What follows belongs to an exercise in optimizing a design on an open flow for small area, a short achievable clock period and few clock cycles per item; a production flow would make more cautious choices. Only simulation tests tie the RTL to the original design; equivalence was not proved.

==> design/flow/design.v <==
package aesPkg;
  typedef logic [32-1:0] aesWord;
  typedef union packed {
    logic [128-1:0] flat;
    aesWord [0:3]               cols;
  } aesBlock;
  typedef logic [4-1:0] roundIdx;
  function automatic logic [7:0] xtime(input logic [7:0] b);
    xtime = {b[6:0], 1'b0} ^ (b[7] ? 8'h1B : 8'h00);
  endfunction
endpackage
`timescale 1ns/10ps
module gXor (input logic a, input logic b, output logic y);
  assign y = a ^ b;
endmodule
module gXnor (input logic a, input logic b, output logic y);
  assign y = ~(a ^ b);
endmodule
module gNand (input logic a, input logic b, output logic y);
  assign y = ~(a & b);
endmodule
module gNor (input logic a, input logic b, output logic y);
  assign y = ~(a | b);
endmodule
module sBox (
  input  logic [7:0] in,
  output logic [7:0] out
);
  logic U0, U1, U2, U3, U4, U5, U6, U7;
  logic S0, S1, S2, S3, S4, S5, S6, S7;
  logic L0, L1, L2, L3, L4, L5, L6, L7, L8, L9, L10, L11;
  logic L12, L13, L14, L15, L16, L17, L18, L19, L20, L21, L22, L23;
  logic L24, L25, L26, L27, L28, L29, M1, M2, M3, M4, M5, M6;
  logic M7, M8, M9, M10, M11, M12, M13, M14, M15, M16, M17, M18;
  logic M19, M20, M21, M22, M23, M24, M25, M26, M27, M28, M29, M30;
  logic M31, M32, M33, M34, M35, M36, M37, M38, M39, M40, M41, M42;
  logic M43, M44, M45, M46, M47, M48, M49, M50, M51, M52, M53, M54;
  logic M55, M56, M57, M58, M59, M60, M61, M62, M63, T1, T2, T3;
  logic T4, T5, T6, T7, T8, T9, T10, T11, T12, T13, T14, T15;
  logic T16, T17, T18, T19, T20, T21, T22, T23, T24, T25, T26, T27;
  assign {U0, U1, U2, U3, U4, U5, U6, U7} = in;
  gXor gT1 (.a(U0), .b(U3), .y(T1));
  gXor gT2 (.a(U0), .b(U5), .y(T2));
  gXor gT3 (.a(U0), .b(U6), .y(T3));
  gXor gT4 (.a(U3), .b(U5), .y(T4));
  gXor gT5 (.a(U4), .b(U6), .y(T5));
  gXor gT6 (.a(T1), .b(T5), .y(T6));
  gXor gT7 (.a(U1), .b(U2), .y(T7));
  gXor gT8 (.a(U7), .b(T6), .y(T8));
  gXor gT9 (.a(U7), .b(T7), .y(T9));
  gXor gT10 (.a(T6), .b(T7), .y(T10));
  gXor gT11 (.a(U1), .b(U5), .y(T11));
  gXor gT12 (.a(U2), .b(U5), .y(T12));
  gXor gT13 (.a(T3), .b(T4), .y(T13));
  gXor gT14 (.a(T6), .b(T11), .y(T14));
  gXor gT15 (.a(T5), .b(T11), .y(T15));
  gXor gT16 (.a(T5), .b(T12), .y(T16));
  gXor gT17 (.a(T9), .b(T16), .y(T17));
  gXor gT18 (.a(U3), .b(U7), .y(T18));
  gXor gT19 (.a(T7), .b(T18), .y(T19));
  gXor gT20 (.a(T1), .b(T19), .y(T20));
  gXor gT21 (.a(U6), .b(U7), .y(T21));
  gXor gT22 (.a(T7), .b(T21), .y(T22));
  gXor gT23 (.a(T2), .b(T22), .y(T23));
  gXor gT24 (.a(T2), .b(T10), .y(T24));
  gXor gT25 (.a(T20), .b(T17), .y(T25));
  gXor gT26 (.a(T3), .b(T16), .y(T26));
  gXor gT27 (.a(T1), .b(T12), .y(T27));
  gNand gM1 (.a(T13), .b(T6), .y(M1));
  gNand gM2 (.a(T23), .b(T8), .y(M2));
  gXnor gM3 (.a(T14), .b(M1), .y(M3));
  gNand gM4 (.a(T19), .b(U7), .y(M4));
  gXor gM5 (.a(M4), .b(M1), .y(M5));
  gNand gM6 (.a(T3), .b(T16), .y(M6));
  gNand gM7 (.a(T22), .b(T9), .y(M7));
  gXnor gM8 (.a(T26), .b(M6), .y(M8));
  gNand gM9 (.a(T20), .b(T17), .y(M9));
  gXor gM10 (.a(M9), .b(M6), .y(M10));
  gNand gM11 (.a(T1), .b(T15), .y(M11));
  gNand gM12 (.a(T4), .b(T27), .y(M12));
  gXor gM13 (.a(M12), .b(M11), .y(M13));
  gNand gM14 (.a(T2), .b(T10), .y(M14));
  gXor gM15 (.a(M14), .b(M11), .y(M15));
  gXnor gM16 (.a(M3), .b(M2), .y(M16));
  gXor gM17 (.a(M5), .b(T24), .y(M17));
  gXnor gM18 (.a(M8), .b(M7), .y(M18));
  gXor gM19 (.a(M10), .b(M15), .y(M19));
  gXor gM20 (.a(M16), .b(M13), .y(M20));
  gXor gM21 (.a(M17), .b(M15), .y(M21));
  gXor gM22 (.a(M18), .b(M13), .y(M22));
  gXor gM23 (.a(M19), .b(T25), .y(M23));
  gXnor gM24 (.a(M22), .b(M23), .y(M24));
  gNand gM25 (.a(M22), .b(M20), .y(M25));
  gXor gM26 (.a(M21), .b(M25), .y(M26));
  gXnor gM27 (.a(M20), .b(M21), .y(M27));
  gXor gM28 (.a(M23), .b(M25), .y(M28));
  gNor gM29 (.a(M28), .b(M27), .y(M29));
  gNor gM30 (.a(M26), .b(M24), .y(M30));
  gNand gM31 (.a(M20), .b(M23), .y(M31));
  gNor gM32 (.a(M27), .b(M31), .y(M32));
  gXor gM33 (.a(M27), .b(M25), .y(M33));
  gNand gM34 (.a(M21), .b(M22), .y(M34));
  gNor gM35 (.a(M24), .b(M34), .y(M35));
  gXor gM36 (.a(M24), .b(M25), .y(M36));
  gXor gM37 (.a(M21), .b(M29), .y(M37));
  gXor gM38 (.a(M32), .b(M33), .y(M38));
  gXor gM39 (.a(M23), .b(M30), .y(M39));
  gXor gM40 (.a(M35), .b(M36), .y(M40));
  gXor gM41 (.a(M38), .b(M40), .y(M41));
  gXor gM42 (.a(M37), .b(M39), .y(M42));
  gXor gM43 (.a(M37), .b(M38), .y(M43));
  gXor gM44 (.a(M39), .b(M40), .y(M44));
  gXor gM45 (.a(M42), .b(M41), .y(M45));
  gNand gM46 (.a(M44), .b(T6), .y(M46));
  gNand gM47 (.a(M40), .b(T8), .y(M47));
  gNand gM48 (.a(M39), .b(U7), .y(M48));
  gNand gM49 (.a(M43), .b(T16), .y(M49));
  gNand gM50 (.a(M38), .b(T9), .y(M50));
  gNand gM51 (.a(M37), .b(T17), .y(M51));
  gNand gM52 (.a(M42), .b(T15), .y(M52));
  gNand gM53 (.a(M45), .b(T27), .y(M53));
  gNand gM54 (.a(M41), .b(T10), .y(M54));
  gNand gM55 (.a(M44), .b(T13), .y(M55));
  gNand gM56 (.a(M40), .b(T23), .y(M56));
  gNand gM57 (.a(M39), .b(T19), .y(M57));
  gNand gM58 (.a(M43), .b(T3), .y(M58));
  gNand gM59 (.a(M38), .b(T22), .y(M59));
  gNand gM60 (.a(M37), .b(T20), .y(M60));
  gNand gM61 (.a(M42), .b(T1), .y(M61));
  gNand gM62 (.a(M45), .b(T4), .y(M62));
  gNand gM63 (.a(M41), .b(T2), .y(M63));
  gXor gL0 (.a(M61), .b(M62), .y(L0));
  gXor gL1 (.a(M50), .b(M56), .y(L1));
  gXor gL2 (.a(M46), .b(M48), .y(L2));
  gXor gL3 (.a(M47), .b(M55), .y(L3));
  gXor gL4 (.a(M54), .b(M58), .y(L4));
  gXor gL5 (.a(M49), .b(M61), .y(L5));
  gXnor gL6 (.a(M62), .b(L5), .y(L6));
  gXnor gL7 (.a(M46), .b(L3), .y(L7));
  gXor gL8 (.a(M51), .b(M59), .y(L8));
  gXor gL9 (.a(M52), .b(M53), .y(L9));
  gXnor gL10 (.a(M53), .b(L4), .y(L10));
  gXnor gL11 (.a(M60), .b(L2), .y(L11));
  gXor gL12 (.a(M48), .b(M51), .y(L12));
  gXnor gL13 (.a(M50), .b(L0), .y(L13));
  gXor gL14 (.a(M52), .b(M61), .y(L14));
  gXnor gL15 (.a(M55), .b(L1), .y(L15));
  gXnor gL16 (.a(M56), .b(L0), .y(L16));
  gXnor gL17 (.a(M57), .b(L1), .y(L17));
  gXnor gL18 (.a(M58), .b(L8), .y(L18));
  gXnor gL19 (.a(M63), .b(L4), .y(L19));
  gXor gL20 (.a(L0), .b(L1), .y(L20));
  gXor gL21 (.a(L1), .b(L7), .y(L21));
  gXor gL22 (.a(L3), .b(L12), .y(L22));
  gXor gL23 (.a(L18), .b(L2), .y(L23));
  gXor gL24 (.a(L15), .b(L9), .y(L24));
  gXor gL25 (.a(L6), .b(L10), .y(L25));
  gXor gL26 (.a(L7), .b(L9), .y(L26));
  gXor gL27 (.a(L8), .b(L10), .y(L27));
  gXor gL28 (.a(L11), .b(L14), .y(L28));
  gXor gL29 (.a(L11), .b(L17), .y(L29));
  gXor gS0 (.a(L6), .b(L24), .y(S0));
  gXnor gS1 (.a(L16), .b(L26), .y(S1));
  gXnor gS2 (.a(L19), .b(L28), .y(S2));
  gXor gS3 (.a(L6), .b(L21), .y(S3));
  gXor gS4 (.a(L20), .b(L22), .y(S4));
  gXor gS5 (.a(L25), .b(L29), .y(S5));
  gXnor gS6 (.a(L13), .b(L27), .y(S6));
  gXnor gS7 (.a(L6), .b(L23), .y(S7));
  assign out = {S0, S1, S2, S3, S4, S5, S6, S7};
endmodule
`timescale 1ns/10ps
module keyExpand (
  input  aesPkg::aesBlock keyQ,
  input  logic [7:0]      rcon,
  output aesPkg::aesBlock keyNext
);
  aesPkg::aesWord rotWord;
  aesPkg::aesWord subWord;
  aesPkg::aesWord prefix [4];
  assign rotWord = {keyQ.cols[3][23:0], keyQ.cols[3][31:24]};
  for (genvar i = 0; i < 4; i++) begin : gSubWord
    sBox i_sBox (
      .in  (rotWord[8*i +: 8]),
      .out (subWord[8*i +: 8])
    );
  end
  always_comb begin
    prefix[0] = keyQ.cols[0] ^ {rcon, 24'h000000};
    for (int c = 1; c < 4; c++) begin
      prefix[c] = prefix[c-1] ^ keyQ.cols[c];
    end
    for (int c = 0; c < 4; c++) begin
      keyNext.cols[c] = prefix[c] ^ subWord;
    end
  end
endmodule
`timescale 1ns/10ps
module roundDatapath (
  input  aesPkg::aesBlock state,
  input  logic            lastRound,
  output aesPkg::aesBlock roundOut
);
  aesPkg::aesBlock subbed;
  aesPkg::aesBlock shifted;
  for (genvar i = 0; i < 16; i++) begin : gSubBytes
    sBox i_sBox (
      .in  (state.flat[8*i +: 8]),
      .out (subbed.flat[8*i +: 8])
    );
  end
  always_comb begin
    for (int c = 0; c < 4; c++) begin
      for (int r = 0; r < 4; r++) begin
        shifted.cols[c][8*(3-r) +: 8] = subbed.cols[(c+r)%4][8*(3-r) +: 8];
      end
    end
  end
  for (genvar c = 0; c < 4; c++) begin : gMix
    mixColumn i_mixColumn (
      .col  (shifted.cols[c]),
      .skip (lastRound),
      .out  (roundOut.cols[c])
    );
  end
endmodule
module mixColumn (
  input  aesPkg::aesWord col,
  input  logic           skip,
  output aesPkg::aesWord out
);
  logic [7:0] a [4];
  logic [7:0] d [4];
  logic [7:0] all;
  always_comb begin
    for (int i = 0; i < 4; i++) begin
      a[i] = col[8*(3-i) +: 8];
    end
    for (int i = 0; i < 4; i++) begin
      d[i] = a[i] ^ a[(i+1)%4];
    end
    all = d[0] ^ d[2];
    for (int i = 0; i < 4; i++) begin
      out[8*(3-i) +: 8] = a[i] ^ ((aesPkg::xtime(d[i]) ^ all) & {8{!skip}});
    end
  end
endmodule
`timescale 1ns/10ps
module roundControl (
  input  logic       validIn,
  input  logic       busy,
  input  logic [7:0] rcon,
  output logic       lastRound,
  output logic       busyNext,
  output logic       validNext
);
  assign lastRound = (rcon == 8'h36);
  assign busyNext  = (validIn && !busy) || (busy && !lastRound);
  assign validNext = busy && lastRound;
endmodule
`timescale 1ns/10ps
module aesEncryptCore (
  input  logic    clk,
  input  logic    arstN,
  input  logic    validIn,
  input  aesPkg::aesBlock key,
  input  aesPkg::aesBlock data,
  output aesPkg::aesBlock dataOut,
  output aesPkg::aesBlock keyOut,
  output logic    validOut,
  output logic    busy
);
  aesPkg::aesBlock state;
  aesPkg::aesBlock keyQ;
  logic [7:0]      rcon;
  logic            lastRound;
  logic            busyNext;
  logic            validNext;
  aesPkg::aesBlock roundOut;
  aesPkg::aesBlock keyNext;
  aesPkg::aesBlock keyD;
  aesPkg::aesBlock stateD;
  roundControl i_roundControl (
    .validIn   (validIn),
    .busy      (busy),
    .rcon      (rcon),
    .lastRound (lastRound),
    .busyNext  (busyNext),
    .validNext (validNext)
  );
  keyExpand i_keyExpand (
    .keyQ    (keyQ),
    .rcon    (rcon),
    .keyNext (keyNext)
  );
  roundDatapath i_roundDatapath (
    .state     (state),
    .lastRound (lastRound),
    .roundOut  (roundOut)
  );
  assign keyD        = busy ? keyNext : key;
  assign stateD.flat = (busy ? roundOut.flat : data.flat) ^ keyD.flat;
  always_ff @(posedge clk or negedge arstN) begin
    if (!arstN) begin
      busy     <= 1'b0;
      validOut <= 1'b0;
    end else begin
      busy     <= busyNext;
      validOut <= validNext;
    end
  end
  always_ff @(posedge clk) begin
    rcon  <= busy ? aesPkg::xtime(rcon) : 8'(8'h01);
    keyQ  <= keyD;
    state <= stateD;
  end
  assign dataOut = state;
  assign keyOut  = keyQ;
endmodule
==> design/flow/run.sh <==
#!/bin/bash
# synth_recipe.tcl (not shown) runs the flow's synth.tcl, then flattens the netlist and writes it again
# the make line also repeats each setting of config.mk as NAME=value (left out here)
make -C /OpenROAD-flow-scripts/flow DESIGN_CONFIG=/design/flow/config.mk WORK_HOME=/design/flow/orfs CLKGATE_MAP_FILE= SYNTH_SCRIPT=/design/flow/synth_recipe.tcl finish
==> design/flow/config.mk <==
export PLATFORM = sky130hd
export DESIGN_NAME = aesEncryptCore
export DESIGN_NICKNAME = aesEncryptCore
export VERILOG_FILES = /design/flow/design.v
export SDC_FILE = /design/flow/constraint.sdc
export NUM_CORES = 4
export LEC_CHECK = 0
export CAP_MARGIN = 20
export CELL_PAD_IN_SITES_DETAIL_PLACEMENT = 2
export CELL_PAD_IN_SITES_GLOBAL_PLACEMENT = 3
export CORE_MARGIN = 2
export CORE_UTILIZATION = 28
export PLACE_DENSITY = 0.38
export SLEW_MARGIN = 20
export SYNTH_HIERARCHICAL = 1
==> design/flow/constraint.sdc <==
create_clock -name core_clock -period 20.0 [get_ports {clk}]
set_input_delay 4.0000 -clock core_clock [delete_from_list [all_inputs] [get_ports {clk}]]
set_output_delay 4.0000 -clock core_clock [all_outputs]
set_load 0.01 [all_outputs]
==> results of run 1 <==
==> layout make-up <==
class | instances | area share (%)
Multi-Input combinational cell | 3897 | 68.4
Timing Repair Buffer | 550 | 11.9
Clock inverter | 14 | 0.421
Tap cell | 1781 | 4.87
Clock buffer | 63 | 2.76
Antenna cell | 2 | 0.0109
Inverter | 1 | 0.00820
Sequential cell | 266 | 11.7
==> routing by layer <==
metal  track usage, %  vias up  share of wire (%)
met4             2.67        2               0.94
li1                 -    14037                  -
met3             3.01       72                2.9
met2             42.2      384                 49
met5                0        -              0.012
met1             32.1    14351                 48
==> path summary, 6_finish.rpt <==
kind | from | cells after the start | to | slack (ns)
max in group asynchronous | arstN | 1 | busy$_DFF_PN0_ | 16.33
hold / removal | rcon[5]$_SDFF_PN0_ | 1 | rcon[6]$_SDFF_PN0_ | 0.55
setup reg to reg | state[95]$_DFF_P_ | 22 | state[76]$_DFF_P_ | 11.96
hold reg to reg | rcon[5]$_SDFF_PN0_ | 1 | rcon[6]$_SDFF_PN0_ | 0.55
setup / recovery | state[95]$_DFF_P_ | 22 | state[76]$_DFF_P_ | 11.96
min in group asynchronous | arstN | 1 | validOut$_DFF_PN0_ | 3.54
==> synth_stat cells (all sizes together) <==
| cell | number | area [um^2] |
|---|---|---|
| xor2 | 1787 | 15700 |
| xnor2 | 1024 | 9180 |
| nand2 | 604 | 2270 |
| dfxtp | 264 | 5290 |
| nor2 | 205 | 769 |
| buf | 197 | 1520 |
| mux2 | 128 | 1910 |
| mux2i | 128 | 1280 |
| and2 | 7 | 43.8 |
| clkbuf | 5 | 20.0 |
| nand2b | 5 | 31.3 |
| a21oi | 4 | 20.0 |
| dfrtp | 2 | 50.1 |
| inv | 1 | 3.75 |
| nand4b | 1 | 8.76 |
| nor3 | 1 | 5.00 |
| o31a | 1 | 8.76 |
| or2 | 1 | 6.26 |
| or4b | 1 | 13.8 |
==> modules after synthesis, one instance, submodules excluded, excerpt <==
module     cell area, um^2  flops+latches  cells inside
gXor                  8.76              0             1
gNor                  3.75              0             1
gXnor                 8.76              0             1
gNand                 3.75              0             1
sBox                  60.1              0             8
mixColumn             1220              0           155
==> per-stage QoR <==
stage	worst slack (ns)	util (%)	hold slack [ns]
finish	11.96	33.8	0.555
global route	11.39	33.8	0.569
CTS	11.96	33.8	0.555
detailed placement	12.01	32.7	0.546
global placement	12.05	32.7	0.532
floorplan	14.28	-	0.511
==> state kept, by name (all words and copies together) (netlist names) <==
signal	flops
keyQ	128
state	128
rcon	8
busy	1
validOut	1
==> cells by family (layout without fill, tap and decap cells) <==
group,Yosys count,count (layout)
muxes,256,256
buffers and inverters,203,628
other,0,2
DFF,266,266
and+or+nand+nor,825,825
AOI/OAI and AO/OA,5,5
xor gates and xnor gates,2811,2811
==> summary.txt, run 1 <==
TritonCTS built the clock tree. The width of the chip came out at 373 um. The portion of synthesized area spent on multiplexers is under 10%. The layout has about 15000 filler cells. The DRC violation total after the first TritonRoute iteration is 1043. The area of the multi-input gates came out at around 31000 um^2.

The residual antenna-violating net count after detailed routing came out at 0. The overall track demand over capacity in global routing is about a quarter. The hold violation total from the final report came out at 0. The via count of the first global-routing pass came to ~32000. STA classifies the critical path startpoint as a flip-flop. The growth of design area from synthesis to finish came out at 20.0%.

The cell area after synthesis is approximately 38000 um^2.

The final number of setup-violating endpoints is 0. The data arrival time of the critical path is about 8.5 ns. After Yosys synthesis, XOR and XNOR cells account for between 60% and 70% of the synthesized area. The ratio of final minimum period to clock period came out at about 40%. The first global-routing pass estimated 242000 um of wire. The area of the core is between 100000 and 150000 um^2. Setup repair after global routing left no endpoint under its margin.

The post-route standard cell area excluding fillers is between 40000 and 50000 um^2. The root buffer cell is sky130_fd_sc_hd__clkbuf_16. After detailed routing, the number of remaining DRC violations is 0. The total setup buffers inserted after CTS came out at 0.

The post-route setup TNS is 0 ns. In the layout the commonest cells are sky130_fd_sc_hd__xor2_1 (1779), sky130_fd_sc_hd__xnor2_1 (994), sky130_fd_sc_hd__nand2_1 (604). The register bit count reported by yosys is between 200 and 300.

The average size of a mapped cell came out at about 8.7 um^2. The net count reported at finish came out at around 5000. Together, buffers and inverters on the worst path number 0. The largest buffer count on any clock path is 3. In this run, post-CTS hold repair placed 0 buffers. The gate count of the mapped netlist came out at approximately 4400.

The post-placement cell area is 44300 um^2. The maximum fanout along the worst path came out at 5. The post-synthesis adder-cell area fraction is 0%.

The cell that appears most often on the critical path is sky130_fd_sc_hd__xor2_1. Sequential elements use between 10% and 20% of the synthesized area. The post-cts resize count is 0.

On the worst path, the slowest cell contributes a delay of 0.69 ns. The deepest level of the CTS H-tree came out at 2. The netlist uses 26 different library cells. Static timing analysis puts the maximum clock frequency at between 100 and 150 MHz. The routed wire length came out at between 150000 and 200000 um. On the final layout, the worst clock skew is 0.0319 ns. The clock insertion delay at the later pin of the skew report came out at around 0.63 ns.

The final number of max-transition violations is 0. Once placement completed, the tool counted placed cells totaling ~6500. The overflow left after global routing came out at 0. The maximum number of pins on one net before global-route repair is 129. The total CTS buffers is 43. In the final routed layout, each cell accounts on average for about 26 um. The slew at the pin closest to its max-slew limit is approximately 1.1 ns. The number of nets in the synthesized netlist is between 4000 and 5000. The library cell used most frequently in the layout, excluding fill and tap cells, is sky130_fd_sc_hd__xor2_1. The number of antenna violations at the first check in global routing is 9.

The effective utilization at floorplan is roughly 28%. The post-synthesis compound-gate area fraction is less than 1%. The post-route netlist has between 5 and 6% of its cells at a drive strength greater than 1. The final estimated routing congestion in global placement came out at 0.883. Buffers placed on the I/O ports in this run total a little over 500. Dividing the detail-routed via count by the number of cells gives between 4 and 5.

Detailed placement ended at an HPWL of approximately 150000 um. The simple-gate area share of the yosys netlist came out at 8.25%. The cell type group with the largest total delay on the critical path is XOR/XNOR gates.

For this design, the slowest cell found on the critical path is sky130_fd_sc_hd__mux2i_1. The final period demand of the worst path came out at 8.04 ns. Pin placement for this block handled approximately 520 I/O pins. Summing all flip-flop and latch instances after layout gives 5340 um^2. The required time reported for the critical path endpoint is 20.44 ns.

The length of the first detailed-routing pass in iterations came out at 5. The run finished with no timing, DRC or antenna violations. The worst pin sits at a relative slew slack of a little under a quarter. The total number of yosys warnings came out at 13. The worst min-delay path category is reg -> reg. The placement row count came out at roughly 140. Walking the worst path, the cells encountered are xor2_1 -> xor2_1 -> xor2_1 -> nand2_1 -> xor2_1 -> xor2_1 -> xor2_1 -> xnor2_1 -> xor2_1 -> xor2_1 -> xor2_1 -> xor2_1 -> nand2_1 -> xnor2_1 -> xor2_1 -> xor2_1 -> xnor2_1 -> xnor2_1 -> nor2_1 -> xor2_1 -> xnor2_1 -> mux2i_1. The vertical die dimension came out at 373 um.

The count of maximum capacitance violations came out at 0. The via total after detailed routing came out at ~29000. The endpoint kind of the worst setup timing path is a flip-flop.

The dominant combinational cell family by area after synthesis is XOR/XNOR gates. The path type of the worst setup path is reg -> reg. The die covers 139000 um^2. The tree built by TritonCTS fans out to roughly 270 sinks. After clock tree synthesis, the clock-pin slew on the worst setup and hold paths is ~0.060 ns. Once layout is complete, the cells apart from fillers number approximately 6600.
Testbench counts, summed over its fixed seeds: cycles 5,640, blocks 512.
==> inputs of run 2 (changes only) <==
==> design/flow/config.mk (replaced) <==
export PLATFORM = sky130hd
export DESIGN_NAME = aesEncryptCore
export DESIGN_NICKNAME = aesEncryptCore
export VERILOG_FILES = /design/flow/design.v
export SDC_FILE = /design/flow/constraint.sdc
export NUM_CORES = 4
export LEC_CHECK = 0
export CAP_MARGIN = 20
export CELL_PAD_IN_SITES_DETAIL_PLACEMENT = 0
export CELL_PAD_IN_SITES_GLOBAL_PLACEMENT = 0
export CORE_MARGIN = 2
export CORE_UTILIZATION = 50
export PLACE_DENSITY = 0.65
export SLEW_MARGIN = 20
export SYNTH_HIERARCHICAL = 1
==> run 2 against run 1 <==
Still clean. Non-clock buffer count decreased by 16. Final cell count decreased by 13%. Via count decreased by 1.3%. Synthesized area unchanged. Critical path depth increased by 1. Global-route usage increased by 6.7 points. Critical endpoint is now state[71]$_DFF_P_. Largest cell class unchanged.
==> summary.txt, run 2 <==
The flow ran to the end and the layout has no timing, DRC or antenna violations. The clock-pin slew on the worst setup and hold paths was 0.06 ns (about the same). In this run the most critical hold path is launched from rcon[5]$_SDFF_PN0_. The slew at the pin closest to its max-slew limit came out at 1.12 ns (-0.0214 ns).

The worst register-to-register path begins at state[55]$_DFF_P_. The DRC violation total after the first TritonRoute iteration is 1611 (+54%). The growth of design area from synthesis to finish is 16.2%. The area of the core came to 75700 um^2 (-44%).

The via total after detailed routing came out at 28475 (-1.3%). The count of pins on the block boundary came out at 517 (unchanged). The critical path goes through xor2_1 -> xor2_1 -> xor2_1 -> nand2_1 -> xor2_1 -> xor2_1 -> xor2_1 -> xnor2_1 -> xor2_1 -> xor2_1 -> xor2_1 -> xor2_1 -> nand2_1 -> xor2_1 -> xor2_1 -> xor2_1 -> xnor2_2 -> xnor2_2 -> xnor2_1 -> nor2_1 -> xor2_1 -> xnor2_1 -> mux2i_1.

The total CTS buffers came to 35 (-19%). The total setup buffers inserted after CTS is 0 (unchanged). The worst setup path is of the reg -> reg kind. The post-detailed-route via-to-cell ratio is 4.96 (+13%). The routed wire length was 124000 um (-28%). The effective utilization at floorplan came out at 50.4% (+22 points). STA classifies the critical path startpoint as a flip-flop. Setup repair after global routing left no endpoint under its margin. The portion of synthesized cell area occupied by the leading cell type is 40.9% (unchanged). The vertical die dimension came to 280 um (-25%).

The overflow left after global routing came out at 0 (unchanged). The total DRC errors in the routed layout is 0 (unchanged). The via count of the first global-routing pass came to 28745 (-11%).

The placement row count is 101 (-25%). The deepest level of the CTS H-tree is 2 (unchanged). The count of maximum capacitance violations came out at 0 (unchanged). The tree is rooted in a sky130_fd_sc_hd__clkbuf_16. The cell area after synthesis came out at 38100 um^2 (unchanged). The clock insertion delay at the later pin of the skew report is 0.56 ns (-0.07 ns). The number of standard cells in the layout, taps in and fillers out was 5738 (-13%).

The post-cts resize count came to 0 (unchanged). The gate count of the mapped netlist is 4366 (unchanged). The endpoint identified for the worst register-to-register timing path is state[71]$_DFF_P_.

The hold violation total from the final report came out at 0 (unchanged). The largest area contributor in the netlist is sky130_fd_sc_hd__xor2_1. The number of nets in the synthesized netlist came out at 4625 (unchanged). Among the stages of the critical path, the cell type that occurs most often is sky130_fd_sc_hd__xor2_1. The HPWL after detailed placement is 106000 um (-29%). The overall track demand over capacity in global routing came to 30.7% (+6.7 points). The logic depth of the worst register-to-register path is 23 (+4.5%). In this design, the largest share of critical-path delay is due to XOR/XNOR gates. The ratio of final minimum period to clock period came out at 38.4% (-1.8 points). The number of enable-type register cells in the synthesized netlist came out at 0 (unchanged).

In the synthesized netlist, the cells that appear most often are sky130_fd_sc_hd__xor2_1 (1779), sky130_fd_sc_hd__xnor2_1 (996), sky130_fd_sc_hd__nand2_1 (604), sky130_fd_sc_hd__dfxtp_1 (264), sky130_fd_sc_hd__nor2_1 (205). The register bit count reported by yosys was 266 (unchanged). Sorting the synthesized cells by area gives the leading types as sky130_fd_sc_hd__xor2_1 (41%), sky130_fd_sc_hd__xnor2_1 (23%), sky130_fd_sc_hd__dfxtp_1 (14%). The final estimated routing congestion in global placement came out at 0.990 (+12%). The library cell used most frequently in the layout, excluding fill and tap cells, is sky130_fd_sc_hd__xor2_1. The filler cell count is 6954 (-54%). By instance count, the leading cell after synthesis is sky130_fd_sc_hd__xor2_1.

The total clock sinks is 266 (unchanged). The width of the chip is 280 um (-25%). The maximum fanout along the worst path came out at 5 (unchanged).

The tightest hold margin came out at 0.544 ns (-0.0106 ns). The worst clock skew on the final layout is 0.0121 ns (-0.0198 ns). The largest stage delay on the critical path came out at 0.67 ns (-0.02 ns).

The number of stages on the worst hold path is 1 (unchanged). The most used flip-flop cell after synthesis is sky130_fd_sc_hd__dfxtp_1. The residual antenna-violating net count after detailed routing is 0 (unchanged). The length of the first detailed-routing pass in iterations came to 6 (+1). The number of antenna violations at the first check in global routing is 0 (-9).

The relative slew slack came to 23.2% (-0.16 points). The number of buffers added to fix hold violations after cts came out at 0 (unchanged). The proportion of layout cells with a drive suffix above 1 came out at 5.06% (-0.57 points). The final period demand of the worst path is 7.68 ns (-0.357 ns). The required time reported for the critical path endpoint is 20.41 ns (-0.03 ns). The net count reported at finish was 4994 (-0.48%). The overall die area is 78500 um^2 (-44%). The min-delay analysis places its worst path in the category reg -> reg. The largest registers in the layout are keyQ x128, state x128, rcon x8. The fraction of synthesis flops using an asynchronous set or reset pin is 0.752% (unchanged). The count of buffering cells on the critical path with inverters included is 0 (unchanged). The maximum number of pins on one net before global-route repair came to 68 (-47%). The slack of the worst reg-to-reg path came out at 12.32 ns (+0.36 ns). TritonCTS built the clock tree. The data arrival time of the critical path is 8.09 ns (-0.39 ns). The final design utilization came to 58.5% (+25 points). The average detailed-routed wire length per instance is 21.6 um (-17%). The maximum clock rate is 130 MHz (+4.7%). The number of buffers added on ports came to 516 (unchanged).

The area occupied by registers came out at 5340 um^2 (unchanged). The average size of a mapped cell is 8.73 um^2 (unchanged). The worst setup path is captured at a flip-flop. The area of the multi-input gates came out at 31300 um^2 (about the same).

The sequential share of the synthesized area was 14.0% (unchanged). The total number of yosys warnings is 13 (unchanged). The post-route setup TNS came out at 0 ns (unchanged). The count of unique library cells instantiated by Yosys came out at 26 (unchanged).

The path with the worst hold slack has its endpoint at rcon[6]$_SDFF_PN0_. Among all stages on the critical path, the largest delay is contributed by sky130_fd_sc_hd__xor2_1. The global-route wire length before repair is 182000 um (-25%). The final number of max-transition violations is 0 (unchanged).

The final number of setup-violating endpoints was 0 (unchanged). The post-placement cell count came out at 5676 (-13%). In the layout the commonest cells are sky130_fd_sc_hd__xor2_1 (1779), sky130_fd_sc_hd__xnor2_1 (996), sky130_fd_sc_hd__nand2_1 (604). The largest buffer count on any clock path is 3 (unchanged).
==> run 2: per-layer routing <==
metal  up-vias  global-route usage [%]  share of wire (%)
li1      14033                       -                  -
met1     13578                    40.4                 45
met3       147                    3.55                4.5
met5         -                       0                  0
met2       717                    52.7                 48
met4         0                    8.72                3.0
==> run 2: per-module statistics from Yosys (local to each module, per instance), a selection <==
module,flops+latches,cells inside
gNor,0,1
gXor,0,1
gXnor,0,1
aesEncryptCore,266,819
sBox,0,8
gNand,0,1
mixColumn,0,155
keyExpand,0,200
roundControl,0,7
==> run 2: stage by stage <==
step	worst slack (ns)	cell area [um^2]
after global placement	12.29	43100
after floorplan	14.28	38100
after global routing	11.67	44300
after CTS	12.28	44300
final	12.32	44300
after detailed placement	12.33	43100
==> run 2: kinds of logic (layout without fill, tap and decap cells) <==
logic type | after synthesis | count (layout) | share of synthesized area, %
mux | 256 | 256 | 8.36
compound gates | 5 | 5 | 0.0755
other cells | 0 | 1 | 0
flops | 266 | 266 | 14.0
buf+inv | 203 | 596 | 4.04
xor+xnor | 2811 | 2811 | 65.3
simple gates | 825 | 825 | 8.25
==> run 2: worst max-delay path by stage <==
stage | end | startpoint | slack, ns | cells past startpoint
2_1_floorplan | state[122]$_DFF_P_ | state[124]$_DFF_P_ | 14.28 | 24
3_3_place_gp | state[71]$_DFF_P_ | state[55]$_DFF_P_ | 12.29 | 23
3_5_place_dp | state[71]$_DFF_P_ | state[55]$_DFF_P_ | 12.33 | 23
4_1_cts | state[71]$_DFF_P_ | state[55]$_DFF_P_ | 12.28 | 23
5_1_grt | state[71]$_DFF_P_ | state[55]$_DFF_P_ | 11.67 | 23
6_report | state[71]$_DFF_P_ | state[55]$_DFF_P_ | 12.32 | 23
==> run 2: final cells by class <==
type | count | area share, %
Sequential cell | 266 | 12.1
Antenna cell | 1 | 0.00565
Clock inverter | 13 | 0.316
Multi-Input combinational cell | 3897 | 70.6
Timing Repair Buffer | 534 | 12.0
Inverter | 1 | 0.00848
Tap cell | 978 | 2.76
Clock buffer | 48 | 2.30
==> run 2: worst reg2reg max path: cells and delay by family, from the launching register on <==
kind                      cells  cell delay (ns)
xor gates and xnor gates     19             6.20
DFF                           1             0.62
muxes                         1             0.37
and+or+nand+nor               3             0.37
==> inputs of run 3 (changes only) <==
--- a/design/flow/design.v
+++ b/design/flow/design.v
@@ -198,11 +198,11 @@
 `timescale 1ns/10ps
 module roundDatapath (
   input  aesPkg::aesBlock state,
-  input  logic            lastRound,
-  output aesPkg::aesBlock roundOut
+  input  logic            mixEn,
+  output aesPkg::aesBlock shifted,
+  output aesPkg::aesBlock mixTerm
 );
   aesPkg::aesBlock subbed;
-  aesPkg::aesBlock shifted;
   for (genvar i = 0; i < 16; i++) begin : gSubBytes
     sBox i_sBox (
       .in  (state.flat[8*i +: 8]),
@@ -219,15 +219,15 @@
   for (genvar c = 0; c < 4; c++) begin : gMix
     mixColumn i_mixColumn (
       .col  (shifted.cols[c]),
-      .skip (lastRound),
-      .out  (roundOut.cols[c])
+      .en   (mixEn),
+      .term (mixTerm.cols[c])
     );
   end
 endmodule
 module mixColumn (
   input  aesPkg::aesWord col,
-  input  logic           skip,
-  output aesPkg::aesWord out
+  input  logic           en,
+  output aesPkg::aesWord term
 );
   logic [7:0] a [4];
   logic [7:0] d [4];
@@ -241,7 +241,7 @@
     end
     all = d[0] ^ d[2];
     for (int i = 0; i < 4; i++) begin
-      out[8*(3-i) +: 8] = a[i] ^ ((aesPkg::xtime(d[i]) ^ all) & {8{!skip}});
+      term[8*(3-i) +: 8] = (aesPkg::xtime(d[i]) ^ all) & {8{en}};
     end
   end
 endmodule
@@ -276,7 +276,9 @@
   logic            lastRound;
   logic            busyNext;
   logic            validNext;
-  aesPkg::aesBlock roundOut;
+  aesPkg::aesBlock shifted;
+  aesPkg::aesBlock mixTerm;
+  aesPkg::aesBlock base;
   aesPkg::aesBlock keyNext;
   aesPkg::aesBlock keyD;
   aesPkg::aesBlock stateD;
@@ -295,11 +297,13 @@
   );
   roundDatapath i_roundDatapath (
     .state     (state),
-    .lastRound (lastRound),
-    .roundOut  (roundOut)
+    .mixEn     (busy && !lastRound),
+    .shifted   (shifted),
+    .mixTerm   (mixTerm)
   );
   assign keyD        = busy ? keyNext : key;
-  assign stateD.flat = (busy ? roundOut.flat : data.flat) ^ keyD.flat;
+  assign base.flat   = (busy ? shifted.flat : data.flat) ^ keyD.flat;
+  assign stateD.flat = base.flat ^ mixTerm.flat;
   always_ff @(posedge clk or negedge arstN) begin
     if (!arstN) begin
       busy     <= 1'b0;
--- a/design/flow/config.mk
+++ b/design/flow/config.mk
@@ -11,5 +11,5 @@
 export CORE_MARGIN = 2
 export CORE_UTILIZATION = 50
 export PLACE_DENSITY = 0.65
-export SLEW_MARGIN = 20
+export SLEW_MARGIN = 80
 export SYNTH_HIERARCHICAL = 1
==> run 3 against run 2 <==
Worst hold slack gained 0.050 ns. Cell area is 53% higher. Maximum frequency up 5.9%. Count of clock-buffer cells in the layout increased by 3. Synthesized area is 0.35% lower.
==> summary.txt, run 3 <==
The root buffer cell is sky130_fd_sc_hd__clkbuf_16. The register bit count reported by yosys is 266 (unchanged). The final number of setup-violating endpoints is 0 (unchanged). The clock insertion delay at the later pin of the skew report came to 0.58 ns (+0.02 ns). The total number of yosys warnings came out at 13 (unchanged).

Leaving out fill and tap cells, the most frequent cell in the layout is sky130_fd_sc_hd__xor2_1. The post-placement cell count came out at 6060 (+6.8%). The length of the first detailed-routing pass in iterations is 6 (unchanged). The cell with the biggest individual delay on the critical path is sky130_fd_sc_hd__dfxtp_2. The hold violation total from the final report is 0 (unchanged).

The relative slew slack is 68.9% (+46 points). sky130_fd_sc_hd__xor2_1 is the most common cell in the netlist. The filler cell count is 2921 (-58%). The routed wire length came to 184000 um (+49%).

The flow ran to the end and the layout has no timing, DRC or antenna violations. The startpoint type of the worst setup path is a flip-flop. The cell type group with the largest total delay on the critical path is XOR/XNOR gates. The fraction of synthesis flops using an asynchronous set or reset pin came out at 0.752% (unchanged).

The total CTS buffers is 37 (+5.7%). met2 is the most crowded layer. The most frequently used flop master after synthesis is sky130_fd_sc_hd__dfxtp_1. The worst clock skew on the final layout is 0.0216 ns (+0.00945 ns). The largest stage delay on the critical path is 0.49 ns (-0.18 ns). The post-detailed-route via-to-cell ratio is 5.62 (+13%).

The number of standard cells in the layout, taps in and fillers out is 6259 (+9.1%). The slew at the pin closest to its max-slew limit came out at 0.464 ns (-0.655 ns). Setup repair after global routing left no endpoint under its margin.

The portion of synthesized cell area occupied by the leading cell type came out at 43.1% (+2.3 points). The worst hold path belongs to the class reg -> reg.

The sequential share of the synthesized area is 14.0% (+0.049 points). The area of the core was 75600 um^2 (-0.17%). The required time reported for the critical path endpoint came out at 20.49 ns (+0.08 ns). The tightest hold margin came out at 0.595 ns (+0.0501 ns). The total setup buffers inserted after CTS came to 0 (unchanged). The count of maximum capacitance violations came out at 0 (unchanged). The count of unique library cells instantiated by Yosys came out at 23 (-12%). The post-cts resize count is 0 (unchanged).

The effective utilization at floorplan is 50.3% (-0.091 points). By area the synthesized netlist is led by sky130_fd_sc_hd__xor2_1 (43%), sky130_fd_sc_hd__xnor2_1 (21%), sky130_fd_sc_hd__dfxtp_1 (14%). The net count reported at finish is 5508 (+10%). The final period demand of the worst path is 7.25 ns (-0.430 ns).

The largest registers in the layout are keyQ x128, state x128, rcon x8. The largest buffer count on any clock path is 3 (unchanged). The number of nets in the synthesized netlist came out at 4610 (-0.32%).

The HPWL after detailed placement is 132000 um (+24%). The vertical die dimension came out at 280 um (-0.17%). The placement row count came out at 101 (unchanged). The deepest level of the CTS H-tree was 2 (unchanged). The average detailed-routed wire length per instance came out at 29.4 um (+36%). The final estimated routing congestion in global placement came out at 1.04 (+4.7%). The clock-pin slew on the worst setup and hold paths is 0.07 ns (about the same). The data arrival time of the critical path is 7.74 ns (-0.35 ns). The proportion of layout cells with a drive suffix above 1 came out at 48.9% (+44 points). The met1 track demand over resource came out at 48.7% (+8.3 points). The library cells used most frequently in the layout, excluding fill and tap cells, are sky130_fd_sc_hd__xor2_1 (748), sky130_fd_sc_hd__xor2_4 (617), sky130_fd_sc_hd__nand2_1 (522).

The final number of max-transition violations is 0 (unchanged). The via count of the first global-routing pass came out at 34718 (+21%). The global-route wire length before repair came out at 224000 um (+23%).

The maximum clock rate came to 138 MHz (+5.9%). TritonCTS built the clock tree. The count of buffering cells on the critical path with inverters included is 9 (+9). The overall track demand over capacity in global routing was 39.1% (+8.4 points). The overall die area was 78200 um^2 (-0.34%). The ratio of final minimum period to clock period came out at 36.2% (-2.2 points).

The average size of a mapped cell is 8.73 um^2 (about the same). The maximum number of pins on one net before global-route repair came out at 38 (-44%). The post-route setup TNS was 0 ns (unchanged).

The number of buffers added on ports came out at 516 (unchanged). The maximum fanout along the worst path is 5 (unchanged). The largest total area in the synthesized netlist belongs to sky130_fd_sc_hd__xor2_1. Ranked by instance count, the synthesized netlist is headed by sky130_fd_sc_hd__xor2_1 (1871), sky130_fd_sc_hd__xnor2_1 (904), sky130_fd_sc_hd__nand2_1 (600), sky130_fd_sc_hd__dfxtp_1 (264), sky130_fd_sc_hd__buf_4 (172). The met2 track demand over resource is 63.0% (+10 points). The count of pins on the block boundary is 517 (unchanged). The total clock sinks was 266 (unchanged). The number of enable-type register cells in the synthesized netlist came out at 0 (unchanged). The setup path with the least slack is of type reg -> reg. The global routing usage on met3 is 6.46% (+2.9 points). The worst setup path is captured at a flip-flop. The width of the chip is 280 um (-0.17%).

The DRC violation total after the first TritonRoute iteration is 3413 (+110%). In this design, the critical path's most frequently occurring cell is sky130_fd_sc_hd__xor2_4. The cell area after synthesis came out at 38000 um^2 (-0.35%). The overflow left after global routing is 0 (unchanged). The number of buffers added to fix hold violations after cts is 0 (unchanged). The residual antenna-violating net count after detailed routing came to 0 (unchanged). The total DRC errors in the routed layout is 0 (unchanged). The number of antenna violations at the first check in global routing is 14 (+14).

The via total after detailed routing came out at 35197 (+24%). The gate count of the mapped netlist came out at 4351 (-0.34%). Compared with the post-synthesis result, the final layout area differs by 78.0%.
## run 3: metrics by stage
step | instance area [um^2] | worst slack [ns] | util (%)
global placement | 42900 | 12.72 | 56.8
detailed placement | 59200 | 13.33 | 78.3
finish | 67600 | 12.75 | 89.5
global route | 67600 | 12.51 | 89.5
floorplan | 38000 | 14.44 | -
CTS | 60500 | 13.28 | 80.0
## run 3: worst paths after layout
check | startpoint | to | slack (ns) | depth (start not counted)
max | state[95]$_DFF_P_ | state[79]$_DFF_P_ | 12.75 | 28
min | rcon[4]$_SDFF_PN0_ | rcon[5]$_SDFF_PN0_ | 0.59 | 1
max reg2reg | state[95]$_DFF_P_ | state[79]$_DFF_P_ | 12.75 | 28
min reg2reg | rcon[4]$_SDFF_PN0_ | rcon[5]$_SDFF_PN0_ | 0.59 | 1
max in group asynchronous | arstN | busy$_DFF_PN0_ | 16.27 | 1
min in group asynchronous | arstN | busy$_DFF_PN0_ | 3.59 | 1
## run 3: final cells by class
| class | count | area, um^2 | share of cell area, % |
|---|---|---|---|
| Multi-Input combinational cell | 3882 | 51200 | 75.8 |
| Timing Repair Buffer | 1061 | 8160 | 12.1 |
| Sequential cell | 266 | 5740 | 8.48 |
| Tap cell | 978 | 1220 | 1.81 |
| Clock buffer | 51 | 1100 | 1.63 |
| Clock inverter | 14 | 163 | 0.241 |
| Antenna cell | 6 | 15.0 | 0.0222 |
| Inverter | 1 | 3.75 | 0.00555 |
## run 3: logic make-up (layout without fill, tap and decap cells)
logic type / after synthesis / in the layout / share of synthesized area [%]
buffers and inverters: 203 / 1127 / 4.29
DFF: 266 / 266 / 14.0
and+or+nand+nor: 822 / 822 / 9.07
muxes: 256 / 256 / 7.17
AOI/OAI and AO/OA: 1 / 1 / 0.0231
other: 0 / 6 / 0
xor gates and xnor gates: 2803 / 2803 / 65.4
## run 3: per-module statistics from Yosys, one instance, submodules excluded, a selection
module / area [um^2] / cells inside
gXor: 8.76 / 1
keyExpand: 1870 / 200
mixColumn: 992 / 119
gXnor: 8.76 / 1
sBox: 60.1 / 8
roundControl: 50.0 / 7
gNand: 3.75 / 1
## run 3: layer usage
metal	routed length, um	vias up
met5	47	-
met4	18600	8
met3	17200	903
met2	86800	2314
met1	61500	17760
li1	-	14212
## run 3: worst register-to-register path: cells and delay by family, from the launching register on
family	cells	cell delay, ns
xor+xnor	17	4.27
buf+inv	9	1.91
flops	1	0.49
simple gates	2	0.50
Testbench counts of run 3, summed over its fixed seeds: cycles 5,640, blocks 512.
==> inputs of run 4 (changes only) <==
--- a/design/flow/config.mk
+++ b/design/flow/config.mk
@@ -11,5 +11,5 @@
 export CORE_MARGIN = 2
 export CORE_UTILIZATION = 50
 export PLACE_DENSITY = 0.65
-export SLEW_MARGIN = 80
+export SLEW_MARGIN = 20
 export SYNTH_HIERARCHICAL = 1
==> run 4 against run 3 <==
Global-route usage is 5.4 points lower. Still clean on timing, DRC and antenna. Sequential share of layout area up 3.6 points. First-iteration DRC count fell by 40%. Setup slack worse by 0.10 ns. Count of clock-buffer cells in the layout is 2 lower.
==> summary.txt, run 4 <==
By instance count, the leading cell after synthesis is sky130_fd_sc_hd__xor2_1. Setup repair after global routing left no endpoint under its margin. The number of nets in the synthesized netlist is 4610 (unchanged). Walking the worst path, the cells encountered are xor2_1 -> xor2_1 -> xor2_1 -> nand2_1 -> xor2_1 -> xor2_1 -> xor2_1 -> xnor2_1 -> xor2_1 -> xor2_1 -> xor2_1 -> xor2_1 -> nand2_1 -> xnor2_1 -> xor2_1 -> xor2_1 -> xnor2_1 -> xnor2_1 -> xor2_1 -> xor2_1 -> mux2i_1 -> xnor2_1. The vertical die dimension came to 280 um (unchanged).

In the layout the commonest cells are sky130_fd_sc_hd__xor2_1 (1871), sky130_fd_sc_hd__xnor2_1 (904), sky130_fd_sc_hd__nand2_1 (600). The endpoint identified for the worst register-to-register timing path is state[18]$_DFF_P_. The clock insertion delay at the later pin of the skew report was 0.58 ns (about the same).

The worst clock skew on the final layout came out at 0.0302 ns (+0.00861 ns). The sequential share of the synthesized area came out at 14.0% (unchanged). The total CTS buffers came to 38 (+2.7%). The most used cell along the critical path is sky130_fd_sc_hd__xor2_1. The startpoint type of the worst setup path is a flip-flop. By area the synthesized netlist is led by sky130_fd_sc_hd__xor2_1 (43%), sky130_fd_sc_hd__xnor2_1 (21%), sky130_fd_sc_hd__dfxtp_1 (14%).

The maximum clock rate was 136 MHz (-1.4%). The final estimated routing congestion in global placement came to 1.04 (unchanged). The number of buffers added to fix hold violations after cts is 0 (unchanged). The ratio of final minimum period to clock period is 36.8% (+0.52 points). The growth of design area from synthesis to finish is 16.3%. The number of antenna violations at the first check in global routing is 8 (-6). Among all flip-flop cells after synthesis, the most frequent one is sky130_fd_sc_hd__dfxtp_1. The count of buffering cells on the critical path with inverters included was 0 (-9).

The post-route standard cell area excluding fillers is 44200 um^2 (-35%). The average detailed-routed wire length per instance is 23.6 um (-20%). The portion of synthesized cell area occupied by the leading cell type was 43.1% (unchanged). The total setup buffers inserted after CTS came out at 0 (unchanged). The final number of setup-violating endpoints came out at 0 (unchanged). The global-route wire length before repair is 194000 um (-13%). The fraction of synthesis flops using an asynchronous set or reset pin came to 0.752% (unchanged).

The total DRC errors in the routed layout is 0 (unchanged). The maximum fanout along the worst path came out at 5 (unchanged). The critical path is of the reg -> reg type. The data arrival time of the critical path came out at 7.82 ns (+0.08 ns). The post-cts resize count came out at 0 (unchanged).

The flow ran to the end and the layout has no timing, DRC or antenna violations. The commonest cells after synthesis are sky130_fd_sc_hd__xor2_1 (1871), sky130_fd_sc_hd__xnor2_1 (904), sky130_fd_sc_hd__nand2_1 (600), sky130_fd_sc_hd__dfxtp_1 (264), sky130_fd_sc_hd__buf_4 (172). The final period demand of the worst path was 7.35 ns (+0.104 ns). The via total after detailed routing came out at 28888 (-18%). The clock-pin slew on the worst setup and hold paths is 0.07 ns (about the same). The HPWL after detailed placement is 116000 um (-12%). The total clock sinks is 266 (unchanged).

The required time reported for the critical path endpoint is 20.46 ns (-0.03 ns). The post-detailed-route via-to-cell ratio came out at 5.04 (-10%). The overall die area came out at 78200 um^2 (unchanged). The DRC violation total after the first TritonRoute iteration is 2049 (-40%). The post-route worst setup slack came out at 12.65 ns (-0.104 ns). The deepest level of the CTS H-tree came out at 2 (unchanged).

The leading cell type in the layout, fill and taps excluded is sky130_fd_sc_hd__xor2_1. The length of the first detailed-routing pass in iterations is 5 (-1). The final number of max-transition violations came out at 0 (unchanged). The number of enable-type register cells in the synthesized netlist came out at 0 (unchanged). The gate count of the mapped netlist is 4351 (unchanged). CTS placed an instance of sky130_fd_sc_hd__clkbuf_16 at the clock tree root. The largest stage delay on the critical path came to 0.78 ns (+0.29 ns). The path with the worst hold slack has its endpoint at rcon[6]$_SDFF_PN0_. The net count reported at finish came out at 4983 (-9.5%). The largest area contributor in the netlist is sky130_fd_sc_hd__xor2_1. The logic depth of the worst register-to-register path is 22 (-21%). The cell with the biggest individual delay on the critical path is sky130_fd_sc_hd__xnor2_1.

The number of buffers added on ports is 516 (unchanged). The overall track demand over capacity in global routing is 33.7% (-5.4 points). The area of the core came to 75600 um^2 (unchanged).

The slew at the pin closest to its max-slew limit is 1.22 ns (+0.754 ns). The via count of the first global-routing pass came out at 29318 (-16%). The register bit count reported by yosys is 266 (unchanged).

The proportion of layout cells with a drive suffix above 1 is 5.05% (-44 points). The placement row count is 101 (unchanged). In this run the most critical hold path is launched from rcon[5]$_SDFF_PN0_. The worst hold path belongs to the class reg -> reg. The number of stages on the worst hold path came to 1 (unchanged). TritonCTS built the clock tree.

The tightest hold margin is 0.520 ns (-0.0750 ns). The cell area after synthesis is 38000 um^2 (unchanged). The average size of a mapped cell is 8.73 um^2 (unchanged). The startpoint identified for the worst register-to-register timing path is keyQ[12]$_DFF_P_. The count of pins on the block boundary is 517 (unchanged). The maximum number of pins on one net before global-route repair is 140 (+270%). The count of maximum capacitance violations came out at 0 (unchanged).

The largest buffer count on any clock path is 3 (unchanged). The post-route setup TNS came out at 0 ns (unchanged). The overflow left after global routing came to 0 (unchanged).

The largest registers in the layout are keyQ x128, state x128, rcon x8. The count of unique library cells instantiated by Yosys is 23 (unchanged). The hold violation total from the final report came out at 0 (unchanged). The post-placement cell area came to 42900 um^2 (-27%). The width of the chip is 280 um (unchanged). The relative slew slack came out at 18.4% (-51 points). The routed wire length came out at 135000 um (-26%). The slack of the worst reg-to-reg path is 12.65 ns (-0.10 ns). The total number of yosys warnings came out at 13 (unchanged). The effective utilization at floorplan came out at 50.3% (unchanged). In this design, the largest share of critical-path delay is due to XOR/XNOR gates.

The residual antenna-violating net count after detailed routing came to 0 (unchanged). The endpoint kind of the worst setup timing path is a flip-flop. The minimum setup slack after placement was 12.77 ns (-0.567 ns).
==> run 4: cell counts after synthesis <==
Identical to the previous run, type by type.
==> run 4: per-stage QoR <==
stage	instances	util, %
CTS	5730	58.5
finish	5733	58.5
floorplan	4351	-
global route	5731	58.5
detailed placement	5662	56.8
global placement	5662	56.8
==> run 4: cell type report <==
type / instances / area (um^2)
inverters: 1 / 3.75
repair buffers: 535 / 5320
flip-flops and latches: 266 / 5340
clock inverters: 19 / 194
diodes: 3 / 7.51
multi-input cells: 3882 / 31000
fillers: 7118 / 31400
well taps: 978 / 1220
clock buffers: 49 / 1070
==> run 4: metal layers <==
layer | track usage [%] | up-vias | part of all wire (%)
li1 | - | 14002 | -
met1 | 42.9 | 13788 | 43
met2 | 56.2 | 877 | 46
met3 | 5.30 | 219 | 5.9
met4 | 14.5 | 2 | 5.0
met5 | 0 | - | 0.0052
==> run 4: Yosys stat by module (local to each module, per instance), a selection <==
| module | cells inside | times used |
|---|---|---|
| sBox | 8 | 20 |
| gXnor | 1 | 400 |
| gXor | 1 | 1480 |
| roundControl | 7 | 1 |
| aesEncryptCore | 948 | 1 |
| gNor | 1 | 80 |
| keyExpand | 200 | 1 |
==> run 4: cells by family (layout without fill, tap and decap cells) <==
logic type,after synthesis,after routing,synth area share [%]
xor+xnor,2803,2803,65.4
simple gates,822,822,9.07
flops,266,266,14.0
mux,256,256,7.17
buf+inv,203,604,4.29
compound gates,1,1,0.0231
other cells,0,3,0
==> run 4: how the worst max path moves through the flow <==
stage	startpoint	endpoint	cells after the start
2_1_floorplan	keyQ[28]$_DFF_P_	state[2]$_DFF_P_	23
6_report	keyQ[12]$_DFF_P_	state[18]$_DFF_P_	22
3_3_place_gp	keyQ[12]$_DFF_P_	state[18]$_DFF_P_	22
5_1_grt	keyQ[12]$_DFF_P_	state[18]$_DFF_P_	22
3_5_place_dp	keyQ[12]$_DFF_P_	state[18]$_DFF_P_	22
4_1_cts	keyQ[12]$_DFF_P_	state[18]$_DFF_P_	22
==> run 4: worst reg2reg max path, delay by kind of cell, from the launching register on <==
| kind | cells | cell delay, ns |
|---|---|---|
| DFF | 1 | 0.53 |
| and+or+nand+nor | 2 | 0.24 |
| muxes | 1 | 0.10 |
| xor gates and xnor gates | 19 | 6.38 |
==> inputs of run 5 (changes only) <==
==> design/flow/flow/run.sh (new file) <==
#!/bin/bash
set -euo pipefail
MARGIN=$(cat flow/margin.txt)
bash standard.sh synth > synth.log 2>&1
bash standard.sh SETUP_SLACK_MARGIN=$MARGIN finish > layout.log 2>&1
==> design/flow/flow/margin.txt (new file) <==
14
==> design/flow/standard.sh (new file) <==
#!/bin/bash
# synth_recipe.tcl (not shown) runs the flow's synth.tcl, then flattens the netlist and writes it again
# the make line also repeats each setting of config.mk as NAME=value (left out here)
make -C /OpenROAD-flow-scripts/flow DESIGN_CONFIG=/design/flow/config.mk WORK_HOME=/design/flow/orfs CLKGATE_MAP_FILE= SYNTH_SCRIPT=/design/flow/synth_recipe.tcl "${@:-finish}"
removed: design/flow/run.sh
==> run 5 against run 4 <==
Still clean. Flip-flop and latch count is the same. Critical path depth shrank 21. Global-route usage grew 1.3 points. Register-to-register slack gained 1.5 ns. Clock skew grew 0.0021 ns. Via count grew 7.2%. Sequential share of layout area shrank 1.9 points. Highest routed layer is now met4.
==> summary.txt, run 5 <==
The post-synthesis compound-gate area fraction was 0.0231% (unchanged). The logic depth of the worst register-to-register path is 22 (unchanged). The ratio of final minimum period to clock period came out at 30.2% (-6.5 points).

The overall track demand over capacity in global routing is 35.0% (+1.3 points). The growth of design area from synthesis to finish came out at 43.2%. In this run the critical register-to-register path is captured at state[12]$_DFF_P_. The global-route wire length before repair is 200000 um (+3.5%). The overflow left after global routing came to 0 (unchanged).

The clock insertion delay at the later pin of the skew report came to 0.59 ns (about the same). The worst clock skew on the final layout came out at 0.0324 ns (+0.00214 ns). The clock-pin slew on the worst setup and hold paths came out at 0.07 ns (about the same). The data arrival time of the critical path came out at 2.04 ns (-5.78 ns). The total clock sinks is 266 (unchanged).

The average detailed-routed wire length per instance is 23.8 um (+0.94%). The number of buffers added on ports was 516 (unchanged). The startpoint type of the worst setup path is a flip-flop. The post-route setup TNS came out at 0 ns (unchanged). Setup repair after global routing could not meet its margin everywhere.

The effective utilization at floorplan is 50.3% (unchanged). The total number of yosys warnings is 13 (unchanged). The count of buffering cells on the critical path with inverters included is 1 (+1). The xor/xnor share of the synthesized area came out at 65.4% (unchanged). The portion of netlist area occupied by mux cells came to 7.17% (unchanged). The number of standard cells in the layout, taps in and fillers out is 6099 (+6.4%). Clock tree synthesis selected as its root buffer the cell sky130_fd_sc_hd__clkbuf_16. The length of the first detailed-routing pass in iterations is 6 (+1). The number of nets in the synthesized netlist is 4610 (unchanged). The fraction of synthesis flops using an asynchronous set or reset pin came out at 0.752% (unchanged). The HPWL after detailed placement is 116000 um (unchanged). The total DRC errors in the routed layout came out at 0 (unchanged).

The via total after detailed routing came to 30955 (+7.2%). The startpoint of the most critical register-to-register path is state[79]$_DFF_P_. The number of enable-type register cells in the synthesized netlist came out at 0 (unchanged). The maximum fanout along the worst path came out at 4 (-1).

The count of pins on the block boundary is 517 (unchanged). The area of the multi-input gates came out at 38100 um^2 (+23%). The final number of max-transition violations came out at 0 (unchanged). The hold violation total from the final report was 0 (unchanged). Among cell families on the critical path, the largest total delay comes from flip-flops. The CTS tree is done. The largest stage delay on the critical path was 0.77 ns (about the same).

Ranked by total cell area, the synthesized netlist is headed by sky130_fd_sc_hd__xor2_1 (43%), sky130_fd_sc_hd__xnor2_1 (21%), sky130_fd_sc_hd__dfxtp_1 (14%). The area of the core is 75600 um^2 (unchanged).

The area occupied by registers came out at 5520 um^2 (+3.4%). The worst min-delay path category is reg -> reg. The most frequently used flop master after synthesis is sky130_fd_sc_hd__dfxtp_1.

The total CTS buffers came to 38 (unchanged). The worst hold path terminates at rcon[2]$_SDFF_PN0_. The filler cell count came out at 5804 (-18%). By startpoint and endpoint, the worst setup path is classified as reg -> out. The count of unique library cells instantiated by Yosys is 23 (unchanged). The required time reported for the critical path endpoint is 16.00 ns (-4.46 ns). The largest buffer count on any clock path is 3 (unchanged).

The maximum number of pins on one net before global-route repair is 140 (unchanged). STA classifies the critical path endpoint as an output port. In the layout the commonest cells are sky130_fd_sc_hd__xor2_1 (1340), sky130_fd_sc_hd__xnor2_1 (684), sky130_fd_sc_hd__nand2_1 (594).

The register bit count reported by yosys is 266 (unchanged). The slowest stage of the critical path is the sky130_fd_sc_hd__dfxtp_1 cell. The relative slew slack is 29.9% (+12 points). Yosys instantiated no cell more often than sky130_fd_sc_hd__xor2_1.

The width of the chip came to 280 um (unchanged). The count of maximum capacitance violations is 0 (unchanged). The run finished with no timing, DRC or antenna violations.

The worst hold path begins at rcon[1]$_SDFF_PN0_. The slew at the pin closest to its max-slew limit is 1.05 ns (-0.167 ns). The signal on the critical path passes through clkdlybuf4s50_1.

The portion of synthesized cell area occupied by the leading cell type came out at 43.1% (unchanged). The simple-gate area share of the yosys netlist was 9.07% (unchanged). The post-synthesis adder-cell area fraction came out at 0% (unchanged). The via count of the first global-routing pass was 30480 (+4.0%). The deepest level of the CTS H-tree is 2 (unchanged). The overall die area is 78200 um^2 (unchanged). The cell area after synthesis is 38000 um^2 (unchanged).

The proportion of layout cells with a drive suffix above 1 is 29.2% (+24 points). The largest area contributor in the netlist is sky130_fd_sc_hd__xor2_1. The leading cell type in the layout, fill and taps excluded is sky130_fd_sc_hd__xor2_1. The post-detailed-route via-to-cell ratio is 5.08 (+0.72%).

The final period demand of the worst path came out at 6.04 ns (-1.31 ns). The DRC violation total after the first TritonRoute iteration is 2406 (+17%). The placement row count is 101 (unchanged).

The number of antenna violations at the first check in global routing came out at 5 (-3). The net count reported at finish came out at 5348 (+7.3%). The maximum clock rate came out at 165 MHz (+22%).

The gate count of the mapped netlist is 4351 (unchanged). The slack of the worst reg-to-reg path came out at 14.16 ns (+1.51 ns).

The post-placement cell count was 5662 (unchanged). The average size of a mapped cell was 8.73 um^2 (unchanged). The residual antenna-violating net count after detailed routing is 0 (unchanged). By count the netlist is led by sky130_fd_sc_hd__xor2_1 (1871), sky130_fd_sc_hd__xnor2_1 (904), sky130_fd_sc_hd__nand2_1 (600), sky130_fd_sc_hd__dfxtp_1 (264), sky130_fd_sc_hd__buf_4 (172). The final number of setup-violating endpoints was 0 (unchanged). The sequential share of the synthesized area came to 14.0% (unchanged).

After synthesis, the largest family of logic cells by area is XOR/XNOR gates. The routed wire length came to 145000 um (+7.4%). The largest registers in the layout are keyQ x128, state x128, rcon x8. The final estimated routing congestion in global placement is 1.04 (unchanged).

The vertical die dimension was 280 um (unchanged). The number of stages on the worst hold path is 1 (unchanged).
-- run 5: cell count changes in the layout (fill, tap and decap cells not counted), moves of 5 or more --
cell	delta
sky130_fd_sc_hd__xor2_2	+440
sky130_fd_sc_hd__dfxtp_2	+128
sky130_fd_sc_hd__buf_4	+345
sky130_fd_sc_hd__xnor2_4	+34
sky130_fd_sc_hd__buf_12	+19
sky130_fd_sc_hd__xor2_4	+91
sky130_fd_sc_hd__nand2_2	+6
sky130_fd_sc_hd__xor2_1	-531
sky130_fd_sc_hd__dfxtp_4	+5
sky130_fd_sc_hd__xnor2_2	+186
sky130_fd_sc_hd__xnor2_1	-220
sky130_fd_sc_hd__dfxtp_1	-133
sky130_fd_sc_hd__nand2_1	-6
-- run 5: kinds of logic (layout without fill, tap and decap cells) --
family / count (synthesis) / in the layout
flip-flops: 266 / 266
multiplexers: 256 / 256
buffers and inverters: 203 / 969
other: 0 / 4
XOR/XNOR: 2803 / 2803
AO/OA/AOI/OAI: 1 / 1
AND/OR/NAND/NOR: 822 / 822
-- run 5: worst max path at each step --
stage                                 start                 to  slack, ns  depth (start not counted)
after floorplan            keyQ[28]$_DFF_P_   state[2]$_DFF_P_      14.44                         23
after global placement     keyQ[12]$_DFF_P_  state[18]$_DFF_P_      12.72                         22
after detailed placement   keyQ[12]$_DFF_P_  state[18]$_DFF_P_      12.77                         22
after CTS                  keyQ[12]$_DFF_P_  state[18]$_DFF_P_      13.91                         23
after global routing        keyQ[7]$_DFF_P_  state[10]$_DFF_P_      13.80                         24
final                     keyQ[100]$_DFF_P_        keyOut[100]      13.96                          1
-- run 5: layout make-up --
cell class              instances  area share [%]
inverters                       1         0.00690
multi-input cells            3882            70.0
well taps                     978            2.25
clock inverters                19           0.356
diodes                          4          0.0184
flip-flops and latches        266            10.1
clock buffers                  49            1.96
repair buffers                900            15.3
-- run 5: through the flow --
step	utilization [%]	area (um^2)	hold WS (ns)	setup slack (ns)
4_1_cts	64.1	48500	0.520	13.91
3_5_place_dp	56.8	42900	0.528	12.77
2_1_floorplan	-	38000	0.511	14.44
3_3_place_gp	56.8	42900	0.526	12.72
6_report	72.0	54400	0.520	13.96
5_1_grt	72.0	54400	0.549	13.80
-- run 5: routing by layer --
layer | vias to the layer above | track usage, % | share of wire, %
li1 | 14261 | - | -
met1 | 15236 | 43.8 | 40
met2 | 1155 | 57.2 | 47
met3 | 303 | 6.26 | 7.0
met4 | 0 | 18.5 | 6.3
met5 | - | 0 | 0
-- run 5: timing repair --
action / 4_1_cts / 5_1_grt
endpoints found under the setup margin: 219 / 174
pin swaps: 89 / 173
gates resized for setup: 463 / 559
buffers inserted: 105 / 260
hold buffers: 0 / 0
-- run 5: worst reg2reg max path, cell delays in order (launching register included) --
cell,delay [ns]
sky130_fd_sc_hd__dfxtp_2,0.43
sky130_fd_sc_hd__xor2_4,0.28
sky130_fd_sc_hd__xor2_4,0.27
sky130_fd_sc_hd__xor2_2,0.23
sky130_fd_sc_hd__nand2_1,0.09
sky130_fd_sc_hd__xor2_1,0.30
sky130_fd_sc_hd__xor2_1,0.27
sky130_fd_sc_hd__xor2_2,0.27
sky130_fd_sc_hd__xnor2_1,0.23
sky130_fd_sc_hd__xor2_1,0.30
sky130_fd_sc_hd__xor2_2,0.27
sky130_fd_sc_hd__xor2_1,0.29
sky130_fd_sc_hd__xor2_1,0.22
sky130_fd_sc_hd__nand2_1,0.20
sky130_fd_sc_hd__xnor2_4,0.29
sky130_fd_sc_hd__buf_12,0.15
sky130_fd_sc_hd__xor2_1,0.23
sky130_fd_sc_hd__buf_4,0.24
sky130_fd_sc_hd__xnor2_1,0.15
sky130_fd_sc_hd__xnor2_2,0.36
sky130_fd_sc_hd__xnor2_1,0.14
sky130_fd_sc_hd__and2_1,0.22
sky130_fd_sc_hd__xnor2_2,0.28
-- run 5: modules after synthesis, one instance, submodules excluded, a selection --
module / copies in the design / flops+latches / cells inside / cell area, um^2
aesEncryptCore: 1 / 266 / 948 / 11900
mixColumn: 4 / 0 / 119 / 992
sBox: 20 / 0 / 8 / 60.1
roundControl: 1 / 0 / 7 / 50.0
gNor: 80 / 0 / 1 / 3.75
gNand: 600 / 0 / 1 / 3.75

## port drivers added, routing unchanged
How much do the figures lean on ideal ports? The routed layouts below were timed once more, with nothing changed but the port constraints.
Step 1 sets driving cells, clkbuf_16 on the clock port and buf_2 on the other inputs (assumed; they add their load-dependent delay and slew).
Step 2 adds t to the input delays and takes it off the output delays; t is the mean of the earliest and latest rising clock arrival at the registers after step 1. Input paths then give back, and output paths get back, about the clock's delay inside the block.
Slacks: no drivers / after step 1 / after step 2; pairs: no drivers / after step 1.
| run | t (ns) | slack for setup (ns) | worst setup path at the end |
|---|---|---|---|
| run 1 | 0.698 | 11.964 / 11.964 / 11.964 | register to register |
| run 2 | 0.616 | 12.321 / 12.321 / 12.321 | register to register |
| run 3 | 0.635 | 12.752 / 12.752 / 12.752 | register to register |
| run 4 | 0.629 | 12.647 / 12.647 / 12.647 | register to register |
| run 5 | 0.636 | 13.957 / 13.893 / 14.160 | register to register |
After both steps every run listed still meets setup and hold.
